From an optimization exercise on the open Yosys and OpenROAD flow, aimed at small area; shortcuts taken in it are not production practice.
At most, simulation tests tie the RTL to the original design; equivalence was not proved.
Power is estimated from default activity; no workload was simulated.

==> job 4582 <==
==> flow/design.v <==
`timescale 1ns/100ps
module scoreboard_top (
    input  logic        clk,
    input  logic        rst,
    input  logic        inst_valid,
    input  logic [31:0] inst,
    output logic        inst_ready,
    output logic        ro_valid,
    output logic [2:0]  ro_fu,
    output logic [5:0]  ro_op,
    output logic [4:0]  ro_rs1,
    output logic [4:0]  ro_rs2,
    input  logic        ro_ready,
    input  logic [3:0]  fu_done,
    output logic        wb_valid,
    output logic [2:0]  wb_fu,
    output logic [4:0]  wb_rd,
    input  logic        wb_ready
);
    localparam logic [6:0] OPC_LOAD   = 7'b0000011;
    localparam logic [6:0] OPC_OP_IMM = 7'b0010011;
    localparam logic [6:0] OPC_AUIPC  = 7'b0010111;
    localparam logic [6:0] OPC_STORE  = 7'b0100011;
    localparam logic [6:0] OPC_OP     = 7'b0110011;
    localparam logic [6:0] OPC_LUI    = 7'b0110111;
    logic [6:0] funct7;
    logic [2:0] funct3;
    logic [6:0] opc;
    logic [3:0] dec_u;      
    logic [5:0] dec_op;
    logic       use_rd, use_rs1, use_rs2;
    logic [4:0] rd, rs1, rs2;
    assign funct7 = inst[31:25];
    assign funct3 = inst[14:12];
    assign opc    = inst[6:0];
    always_comb begin
        dec_u   = 4'b0000;
        dec_op  = 6'd0;
        use_rd  = 1'b0;
        use_rs1 = 1'b0;
        use_rs2 = 1'b0;
        case (opc)
            OPC_OP: begin
                use_rd  = 1'b1;
                use_rs1 = 1'b1;
                use_rs2 = 1'b1;
                if (funct7 == 7'h01) begin
                    dec_u  = funct3[2] ? 4'b1000 : 4'b0100;
                    dec_op = 6'd30 + 6'(funct3);
                end else if (funct7 == 7'h00) begin
                    dec_u = 4'b0001;
                    case (funct3)
                        3'd0: dec_op = 6'd1;
                        3'd1: dec_op = 6'd6;
                        3'd2: dec_op = 6'd9;
                        3'd3: dec_op = 6'd10;
                        3'd4: dec_op = 6'd5;
                        3'd5: dec_op = 6'd7;
                        3'd6: dec_op = 6'd4;
                        default: dec_op = 6'd3;
                    endcase
                end else if (funct7 == 7'h20) begin
                    if (funct3 == 3'd0) begin dec_u = 4'b0001; dec_op = 6'd2; end
                    if (funct3 == 3'd5) begin dec_u = 4'b0001; dec_op = 6'd8; end
                end
            end
            OPC_OP_IMM: begin
                use_rd  = 1'b1;
                use_rs1 = 1'b1;
                dec_u   = 4'b0001;
                case (funct3)
                    3'd0: dec_op = 6'd11;
                    3'd2: dec_op = 6'd18;
                    3'd3: dec_op = 6'd19;
                    3'd4: dec_op = 6'd14;
                    3'd6: dec_op = 6'd13;
                    3'd7: dec_op = 6'd12;
                    3'd1: begin
                        if (funct7 == 7'h00) dec_op = 6'd15;
                        else dec_u = 4'b0000;
                    end
                    default: begin
                        if (funct7 == 7'h00) dec_op = 6'd16;
                        else if (funct7 == 7'h20) dec_op = 6'd17;
                        else dec_u = 4'b0000;
                    end
                endcase
            end
            OPC_LOAD: begin
                use_rd  = 1'b1;
                use_rs1 = 1'b1;
                dec_u   = 4'b0010;
                case (funct3)
                    3'd0: dec_op = 6'd22;
                    3'd1: dec_op = 6'd23;
                    3'd2: dec_op = 6'd24;
                    3'd4: dec_op = 6'd25;
                    3'd5: dec_op = 6'd26;
                    default: dec_u = 4'b0000;
                endcase
            end
            OPC_STORE: begin
                use_rs1 = 1'b1;
                use_rs2 = 1'b1;
                dec_u   = 4'b0010;
                case (funct3)
                    3'd0: dec_op = 6'd27;
                    3'd1: dec_op = 6'd28;
                    3'd2: dec_op = 6'd29;
                    default: dec_u = 4'b0000;
                endcase
            end
            OPC_LUI: begin
                use_rd = 1'b1;
                dec_u  = 4'b0001;
                dec_op = 6'd20;
            end
            OPC_AUIPC: begin
                use_rd = 1'b1;
                dec_u  = 4'b0001;
                dec_op = 6'd21;
            end
            default: ;
        endcase
    end
    assign rd  = use_rd  ? inst[11:7]  : 5'd0;
    assign rs1 = use_rs1 ? inst[19:15] : 5'd0;
    assign rs2 = use_rs2 ? inst[24:20] : 5'd0;
    logic [3:0]      busy, done, rdy1, rdy2, wait1, wait2;
    logic [3:0][4:0] dst, src1, src2;
    logic [4:0]      op_alu;    
    logic [2:0]      op_mem;    
    logic [1:0]      op_mul;    
    logic [1:0]      op_div;    
    logic       ro_lock, wb_lock;
    logic [1:0] ro_lidx, wb_lidx;
    logic [3:0] hit_rd, hit_rs1, hit_rs2;
    logic       waw, unit_busy, issue_fire;
    logic [3:0] issue_u;
    logic [3:0] wb_u;           
    logic       p1_pend, p2_pend;
    always_comb begin
        for (int j = 0; j < 4; j++) begin
            hit_rd[j]  = busy[j] && dst[j] == rd;
            hit_rs1[j] = busy[j] && dst[j] == rs1;
            hit_rs2[j] = busy[j] && dst[j] == rs2;
        end
    end
    assign waw        = (|dec_u) && (rd != 5'd0) && (|hit_rd);
    assign unit_busy  = |(dec_u & busy);
    assign inst_ready = !(unit_busy || waw);
    assign issue_fire = inst_valid && inst_ready;
    assign issue_u    = issue_fire ? dec_u : 4'b0000;
    assign p1_pend = (rs1 != 5'd0) && |(hit_rs1 & ~wb_u);
    assign p2_pend = (rs2 != 5'd0) && |(hit_rs2 & ~wb_u);
    logic [3:0] ro_cand;
    logic [1:0] ro_pick, ro_sel;
    logic       ro_fire;
    logic [3:0] ro_u;
    assign ro_cand = busy & rdy1 & rdy2;
    always_comb begin
        ro_pick = 2'd0;
        for (int i = 3; i >= 0; i--) if (ro_cand[i]) ro_pick = 2'(i);
    end
    assign ro_sel   = ro_lock ? ro_lidx : ro_pick;
    assign ro_valid = ro_lock || (|ro_cand);
    assign ro_fu    = ro_valid ? {1'b0, ro_sel} + 3'd1 : 3'd0;
    assign ro_rs1   = src1[ro_sel];
    assign ro_rs2   = src2[ro_sel];
    always_comb begin
        case (ro_sel)
            2'd0: ro_op = {1'b0, op_alu};
            2'd1: ro_op = {2'b01, !(op_mem[2] && op_mem[1]), op_mem};
            2'd2: ro_op = op_mul[1] ? {5'b10000, op_mul[0]} : {5'b01111, op_mul[0]};
            default: ro_op = {3'b100, op_div[1], !op_div[1], op_div[0]};
        endcase
    end
    assign ro_fire = ro_valid && ro_ready;
    assign ro_u    = ro_fire ? 4'(1 << ro_sel) : 4'b0000;
    logic [15:0] eq1, eq2;    
    logic [15:0] blk;         
    logic [3:0]  war, wb_cand;
    logic [1:0]  wb_pick, wb_sel;
    logic        wb_fire;
    for (genvar i = 0; i < 4; i++) begin : g_eq
        for (genvar j = 0; j < 4; j++) begin : g_eqj
            if (i == j) begin : g_self
                assign eq1[4*i+j] = 1'b0;
                assign eq2[4*i+j] = 1'b0;
            end else begin : g_other
                assign eq1[4*i+j] = dst[i] == src1[j];
                assign eq2[4*i+j] = dst[i] == src2[j];
            end
            assign blk[4*i+j] = busy[j] && ((rdy1[j] && eq1[4*i+j]) || (rdy2[j] && eq2[4*i+j]));
        end
        assign war[i] = (dst[i] != 5'd0) && (|blk[4*i+3:4*i]);
    end
    assign wb_cand = busy & done & ~war;
    always_comb begin
        wb_pick = 2'd0;
        for (int i = 3; i >= 0; i--) if (wb_cand[i]) wb_pick = 2'(i);
    end
    assign wb_sel   = wb_lock ? wb_lidx : wb_pick;
    assign wb_valid = wb_lock || (|wb_cand);
    assign wb_fu    = wb_valid ? {1'b0, wb_sel} + 3'd1 : 3'd0;
    assign wb_rd    = dst[wb_sel];
    assign wb_fire  = wb_valid && wb_ready;
    assign wb_u     = wb_fire ? 4'(1 << wb_sel) : 4'b0000;
    logic [3:0] wake1, wake2;
    for (genvar j = 0; j < 4; j++) begin : g_wake
        assign wake1[j] = wait1[j] && |(wb_u & {eq1[12+j], eq1[8+j], eq1[4+j], eq1[j]});
        assign wake2[j] = wait2[j] && |(wb_u & {eq2[12+j], eq2[8+j], eq2[4+j], eq2[j]});
    end
    always_ff @(posedge clk or posedge rst) begin
        if (rst) begin
            busy    <= '0;
            done    <= '0;
            rdy1    <= '0;
            rdy2    <= '0;
            wait1   <= '0;
            wait2   <= '0;
            ro_lock <= 1'b0;
            wb_lock <= 1'b0;
        end else begin
            for (int i = 0; i < 4; i++) begin
                if (fu_done[i]) done[i] <= 1'b1;
                if (ro_u[i]) begin
                    rdy1[i] <= 1'b0;
                    rdy2[i] <= 1'b0;
                end
                if (wake1[i]) begin
                    wait1[i] <= 1'b0;
                    rdy1[i]  <= 1'b1;
                end
                if (wake2[i]) begin
                    wait2[i] <= 1'b0;
                    rdy2[i]  <= 1'b1;
                end
                if (wb_u[i]) begin
                    busy[i] <= 1'b0;
                    done[i] <= 1'b0;
                end
                if (issue_u[i]) begin
                    busy[i]  <= 1'b1;
                    done[i]  <= 1'b0;
                    wait1[i] <= p1_pend;
                    wait2[i] <= p2_pend;
                    rdy1[i]  <= !p1_pend;
                    rdy2[i]  <= !p2_pend;
                end
            end
            ro_lock <= ro_valid && !ro_ready;
            wb_lock <= wb_valid && !wb_ready;
        end
    end
    always_ff @(posedge clk) begin
        ro_lidx <= ro_sel;
        wb_lidx <= wb_sel;
        for (int i = 0; i < 4; i++) begin
            if (issue_u[i]) begin
                dst[i]  <= rd;
                src1[i] <= rs1;
                src2[i] <= rs2;
            end
        end
        if (issue_u[0]) op_alu <= dec_op[4:0];
        if (issue_u[1]) op_mem <= dec_op[2:0];
        if (issue_u[2]) op_mul <= funct3[1:0];
        if (issue_u[3]) op_div <= funct3[1:0];
    end
endmodule
==> flow/run.sh <==
#!/bin/bash
# synth_recipe.tcl (not shown) runs the flow's synth.tcl, then flattens the netlist and writes it again
# the make line also repeats each setting of config.mk as NAME=value (left out here)
make -C /OpenROAD-flow-scripts/flow DESIGN_CONFIG=/design/flow/config.mk WORK_HOME=/design/flow/orfs CLKGATE_MAP_FILE= SYNTH_SCRIPT=/design/flow/synth_recipe.tcl finish
==> flow/config.mk <==
export PLATFORM = sky130hd
export DESIGN_NAME = scoreboard_top
export DESIGN_NICKNAME = scoreboard_top
export VERILOG_FILES = /design/flow/design.v
export SDC_FILE = /design/flow/constraint.sdc
export NUM_CORES = 4
export LEC_CHECK = 0
export CAP_MARGIN = 20
export CORE_MARGIN = 2
export CORE_UTILIZATION = 40
export SLEW_MARGIN = 20
==> flow/constraint.sdc <==
create_clock -name core_clock -period 7.0 [get_ports {clk}]
set_input_delay 1.4000 -clock core_clock [delete_from_list [all_inputs] [get_ports {clk}]]
set_output_delay 1.4000 -clock core_clock [all_outputs]
set_load 0.01 [all_outputs]
==> job 9432: changes against job 4582 <==
==> flow/design.v, changed modules only <==
module scoreboard_top (
    input  logic        clk,
    input  logic        rst,
    input  logic        inst_valid,
    input  logic [31:0] inst,
    output logic        inst_ready,
    output logic        ro_valid,
    output logic [2:0]  ro_fu,
    output logic [5:0]  ro_op,
    output logic [4:0]  ro_rs1,
    output logic [4:0]  ro_rs2,
    input  logic        ro_ready,
    input  logic [3:0]  fu_done,
    output logic        wb_valid,
    output logic [2:0]  wb_fu,
    output logic [4:0]  wb_rd,
    input  logic        wb_ready
);
    localparam logic [6:0] OPC_LOAD   = 7'b0000011;
    localparam logic [6:0] OPC_OP_IMM = 7'b0010011;
    localparam logic [6:0] OPC_AUIPC  = 7'b0010111;
    localparam logic [6:0] OPC_STORE  = 7'b0100011;
    localparam logic [6:0] OPC_OP     = 7'b0110011;
    localparam logic [6:0] OPC_LUI    = 7'b0110111;
    logic [6:0] funct7;
    logic [2:0] funct3;
    logic [6:0] opc;
    logic [3:0] dec_u;      
    logic [5:0] dec_op;
    logic       use_rd, use_rs1, use_rs2;
    logic [4:0] rd, rs1, rs2;
    assign funct7 = inst[31:25];
    assign funct3 = inst[14:12];
    assign opc    = inst[6:0];
    always_comb begin
        dec_u   = 4'b0000;
        dec_op  = 6'd0;
        use_rd  = 1'b0;
        use_rs1 = 1'b0;
        use_rs2 = 1'b0;
        case (opc)
            OPC_OP: begin
                use_rd  = 1'b1;
                use_rs1 = 1'b1;
                use_rs2 = 1'b1;
                if (funct7 == 7'h01) begin
                    dec_u  = funct3[2] ? 4'b1000 : 4'b0100;
                end else if (funct7 == 7'h00) begin
                    dec_u = 4'b0001;
                    case (funct3)
                        3'd0: dec_op = 6'd1;
                        3'd1: dec_op = 6'd6;
                        3'd2: dec_op = 6'd9;
                        3'd3: dec_op = 6'd10;
                        3'd4: dec_op = 6'd5;
                        3'd5: dec_op = 6'd7;
                        3'd6: dec_op = 6'd4;
                        default: dec_op = 6'd3;
                    endcase
                end else if (funct7 == 7'h20) begin
                    if (funct3 == 3'd0) begin dec_u = 4'b0001; dec_op = 6'd2; end
                    if (funct3 == 3'd5) begin dec_u = 4'b0001; dec_op = 6'd8; end
                end
            end
            OPC_OP_IMM: begin
                use_rd  = 1'b1;
                use_rs1 = 1'b1;
                dec_u   = 4'b0001;
                case (funct3)
                    3'd0: dec_op = 6'd11;
                    3'd2: dec_op = 6'd18;
                    3'd3: dec_op = 6'd19;
                    3'd4: dec_op = 6'd14;
                    3'd6: dec_op = 6'd13;
                    3'd7: dec_op = 6'd12;
                    3'd1: begin
                        if (funct7 == 7'h00) dec_op = 6'd15;
                        else dec_u = 4'b0000;
                    end
                    default: begin
                        if (funct7 == 7'h00) dec_op = 6'd16;
                        else if (funct7 == 7'h20) dec_op = 6'd17;
                        else dec_u = 4'b0000;
                    end
                endcase
            end
            OPC_LOAD: begin
                use_rd  = 1'b1;
                use_rs1 = 1'b1;
                dec_u   = 4'b0010;
                case (funct3)
                    3'd0: dec_op = 6'd22;
                    3'd1: dec_op = 6'd23;
                    3'd2: dec_op = 6'd24;
                    3'd4: dec_op = 6'd25;
                    3'd5: dec_op = 6'd26;
                    default: dec_u = 4'b0000;
                endcase
            end
            OPC_STORE: begin
                use_rs1 = 1'b1;
                use_rs2 = 1'b1;
                dec_u   = 4'b0010;
                case (funct3)
                    3'd0: dec_op = 6'd27;
                    3'd1: dec_op = 6'd28;
                    3'd2: dec_op = 6'd29;
                    default: dec_u = 4'b0000;
                endcase
            end
            OPC_LUI: begin
                use_rd = 1'b1;
                dec_u  = 4'b0001;
                dec_op = 6'd20;
            end
            OPC_AUIPC: begin
                use_rd = 1'b1;
                dec_u  = 4'b0001;
                dec_op = 6'd21;
            end
            default: ;
        endcase
    end
    assign rd  = use_rd  ? inst[11:7]  : 5'd0;
    assign rs1 = use_rs1 ? inst[19:15] : 5'd0;
    assign rs2 = use_rs2 ? inst[24:20] : 5'd0;
    logic [3:0]      busy, done, read1, read2;
    logic [3:0][4:0] dst, src1, src2;
    logic [4:0]      op_alu;    
    logic [2:0]      op_mem;    
    logic [1:0]      op_mul;    
    logic [1:0]      op_div;    
    logic [5:0]      age;       
    logic       ro_lock, wb_lock;
    logic [1:0] ro_lidx, wb_lidx;
    logic [15:0] older;
    assign older = {
        1'b0,    !age[5], !age[4], !age[2],    
        age[5],  1'b0,    !age[3], !age[1],    
        age[4],  age[3],  1'b0,    !age[0],    
        age[2],  age[1],  age[0],  1'b0        
    };
    logic [3:0] hit_rd;
    logic       waw, unit_busy, issue_fire;
    logic [3:0] issue_u;
    always_comb begin
        for (int j = 0; j < 4; j++) hit_rd[j] = busy[j] && dst[j] == rd;
    end
    assign waw        = (|dec_u) && (rd != 5'd0) && (|hit_rd);
    assign unit_busy  = |(dec_u & busy);
    assign inst_ready = !(unit_busy || waw);
    assign issue_fire = inst_valid && inst_ready;
    assign issue_u    = issue_fire ? dec_u : 4'b0000;
    logic [15:0] eq1, eq2;    
    logic [3:0]  dnz;
    logic [3:0]  wait1, wait2, rdy1, rdy2;
    for (genvar i = 0; i < 4; i++) begin : g_eq
        assign dnz[i] = busy[i] && (dst[i] != 5'd0);
        for (genvar j = 0; j < 4; j++) begin : g_eqj
            if (i == j) begin : g_self
                assign eq1[4*i+j] = 1'b0;
                assign eq2[4*i+j] = 1'b0;
            end else begin : g_other
                assign eq1[4*i+j] = dnz[i] && dst[i] == src1[j];
                assign eq2[4*i+j] = dnz[i] && dst[i] == src2[j];
            end
        end
    end
    for (genvar j = 0; j < 4; j++) begin : g_wait
        assign wait1[j] = |({eq1[12+j], eq1[8+j], eq1[4+j], eq1[j]} &
                            {older[12+j], older[8+j], older[4+j], older[j]});
        assign wait2[j] = |({eq2[12+j], eq2[8+j], eq2[4+j], eq2[j]} &
                            {older[12+j], older[8+j], older[4+j], older[j]});
        assign rdy1[j]  = !read1[j] && !wait1[j];
        assign rdy2[j]  = !read2[j] && !wait2[j];
    end
    logic [3:0] ro_cand;
    logic [1:0] ro_pick, ro_sel;
    logic       ro_fire;
    logic [3:0] ro_u;
    assign ro_cand = busy & rdy1 & rdy2;
    assign ro_pick = ro_cand[0] ? 2'd0 : ro_cand[1] ? 2'd1 : ro_cand[2] ? 2'd2 : 2'd3;
    assign ro_sel   = ro_lock ? ro_lidx : ro_pick;
    assign ro_valid = ro_lock || (|ro_cand);
    assign ro_fu    = ro_valid ? {ro_sel == 2'd3, ro_sel[1] ^ ro_sel[0], !ro_sel[0]} : 3'd0;
    assign ro_rs1   = src1[ro_sel];
    assign ro_rs2   = src2[ro_sel];
    always_comb begin
        case (ro_sel)
            2'd0: ro_op = {1'b0, op_alu};
            2'd1: ro_op = {2'b01, !(op_mem[2] && op_mem[1]), op_mem};
            2'd2: ro_op = op_mul[1] ? {5'b10000, op_mul[0]} : {5'b01111, op_mul[0]};
            default: ro_op = {3'b100, op_div[1], !op_div[1], op_div[0]};
        endcase
    end
    assign ro_fire = ro_valid && ro_ready;
    assign ro_u    = ro_fire ? {ro_sel == 2'd3, ro_sel == 2'd2, ro_sel == 2'd1, ro_sel == 2'd0}
                             : 4'b0000;
    logic [15:0] blk;         
    logic [3:0]  war, wb_cand;
    logic [1:0]  wb_pick, wb_sel;
    logic        wb_fire;
    logic [3:0]  wb_u;
    for (genvar i = 0; i < 4; i++) begin : g_war
        for (genvar j = 0; j < 4; j++) begin : g_warj
            assign blk[4*i+j] = busy[j] && ((rdy1[j] && eq1[4*i+j]) || (rdy2[j] && eq2[4*i+j]));
        end
        assign war[i] = |blk[4*i+3:4*i];
    end
    assign wb_cand  = busy & done & ~war;
    assign wb_pick  = wb_cand[0] ? 2'd0 : wb_cand[1] ? 2'd1 : wb_cand[2] ? 2'd2 : 2'd3;
    assign wb_sel   = wb_lock ? wb_lidx : wb_pick;
    assign wb_valid = wb_lock || (|wb_cand);
    assign wb_fu    = wb_valid ? {wb_sel == 2'd3, wb_sel[1] ^ wb_sel[0], !wb_sel[0]} : 3'd0;
    assign wb_rd    = dst[wb_sel];
    assign wb_fire  = wb_valid && wb_ready;
    assign wb_u     = wb_fire ? {wb_sel == 2'd3, wb_sel == 2'd2, wb_sel == 2'd1, wb_sel == 2'd0}
                              : 4'b0000;
    always_ff @(posedge clk or posedge rst) begin
        if (rst) begin
            busy    <= '0;
            ro_lock <= 1'b0;
            wb_lock <= 1'b0;
        end else begin
            busy    <= (busy & ~wb_u) | issue_u;
            ro_lock <= ro_valid && !ro_ready;
            wb_lock <= wb_valid && !wb_ready;
        end
    end
    always_ff @(posedge clk) begin
        ro_lidx <= ro_sel;
        wb_lidx <= wb_sel;
        for (int i = 0; i < 4; i++) begin
            done[i] <= !issue_u[i] && (done[i] || fu_done[i]);
            if (issue_u[i]) begin
                read1[i] <= 1'b0;
                read2[i] <= 1'b0;
            end else if (ro_u[i]) begin
                if (!wait1[i]) read1[i] <= 1'b1;
                if (!wait2[i]) read2[i] <= 1'b1;
            end
            if (issue_u[i]) begin
                dst[i]  <= rd;
                src1[i] <= rs1;
                src2[i] <= rs2;
            end
        end
        if (issue_u[1]) age[0] <= 1'b1; else if (issue_u[0]) age[0] <= 1'b0;
        if (issue_u[2]) age[1] <= 1'b1; else if (issue_u[0]) age[1] <= 1'b0;
        if (issue_u[3]) age[2] <= 1'b1; else if (issue_u[0]) age[2] <= 1'b0;
        if (issue_u[2]) age[3] <= 1'b1; else if (issue_u[1]) age[3] <= 1'b0;
        if (issue_u[3]) age[4] <= 1'b1; else if (issue_u[1]) age[4] <= 1'b0;
        if (issue_u[3]) age[5] <= 1'b1; else if (issue_u[2]) age[5] <= 1'b0;
        if (issue_u[0]) op_alu <= dec_op[4:0];
        if (issue_u[1]) op_mem <= dec_op[2:0];
        if (issue_u[2]) op_mul <= funct3[1:0];
        if (issue_u[3]) op_div <= funct3[1:0];
    end
endmodule
==> summary of the runs <==
Between job 9432 and job 4582, the lower count of clock-buffer cells in the layout is in job 4582 (gap 2). Sequential power: job 4582 is smaller than job 9432 (about 0.5%). In job 4582 the hold slack is higher than in job 9432, by 5.7 ps. In setup slack, job 9432 and job 4582 hardly differ. Against job 4582, the first-iteration DRC count of job 9432 is higher by about 10%. Clock power: job 9432 is lower than job 4582 (4.1%). In job 9432 the sequential share of layout area is lower than in job 4582, by 0.26 points.
==> figures <==
| item | job 4582 | job 9432 |
|---|---|---|
| Result of the run | finished clean | finished clean |
| Initial Utilization | 40.8% | 40.4% |
| Sequential area share after synthesis | 36.3% | 36.8% |
| CTS Sinks | 102 | 100 |
| Share of the core filled with cells in the final layout | 46.4% | 46.9% |
| Pwr Total | 1.99 mW | 2.34 mW |
| Power attributed to sequential cells | 0.737 mW | 0.741 mW |
| Switching power | 0.719 mW | 0.863 mW |
| Startpoint of the most critical hold path | wait1[0]$_DFFE_PP0P_ | done[2]$_DFF_P_ |
| Fraction of layout instances using a drive strength above 1 | 6.67% | 8.04% |
| Cell area after placement | 0.00874 mm2 | 0.00839 mm2 |
| P_int | 1.27 mW | 1.48 mW |
| Worst slew slack as a fraction of its limit | 25.0% | 29.4% |
| FP Rows | 51 | 50 |
| Area occupied by multi-input gates | 0.00465 mm2 | 0.00440 mm2 |
Only the layout flow was run in job 9432; the RTL was not checked for function there.

port drivers added, routing unchanged:
Ports are ideal in the flow. The routed layouts listed here were re-timed in OpenROAD.
Step 1 (the two cells are an assumption about what drives the block):
set clk [get_ports {clk}]
set_driving_cell -lib_cell sky130_fd_sc_hd__clkbuf_16 $clk
set_driving_cell -lib_cell sky130_fd_sc_hd__buf_2 [delete_from_list [all_inputs] $clk]
Step 2 times the ports against the registers' clock, not the clock port: input delays grow and output delays shrink by t, the midpoint of the rising clock arrivals with the driver on.
Slacks: ideal / step 1 / step 2; pairs: ideal / step 1.
run | t, ns | slack for setup (ns) | worst register clock-pin slew, ns
job 4582 | 0.401 | 0.618 / 0.592 / 0.592 | 0.08 / 0.08
job 9432 | 0.410 | 0.617 / 0.571 / 0.703 | 0.08 / 0.08
After both steps setup and hold are still met in every run listed. The setup slack of job 4582, which loses most, moves by -0.026 ns with the drivers and by -0.026 ns with both steps.
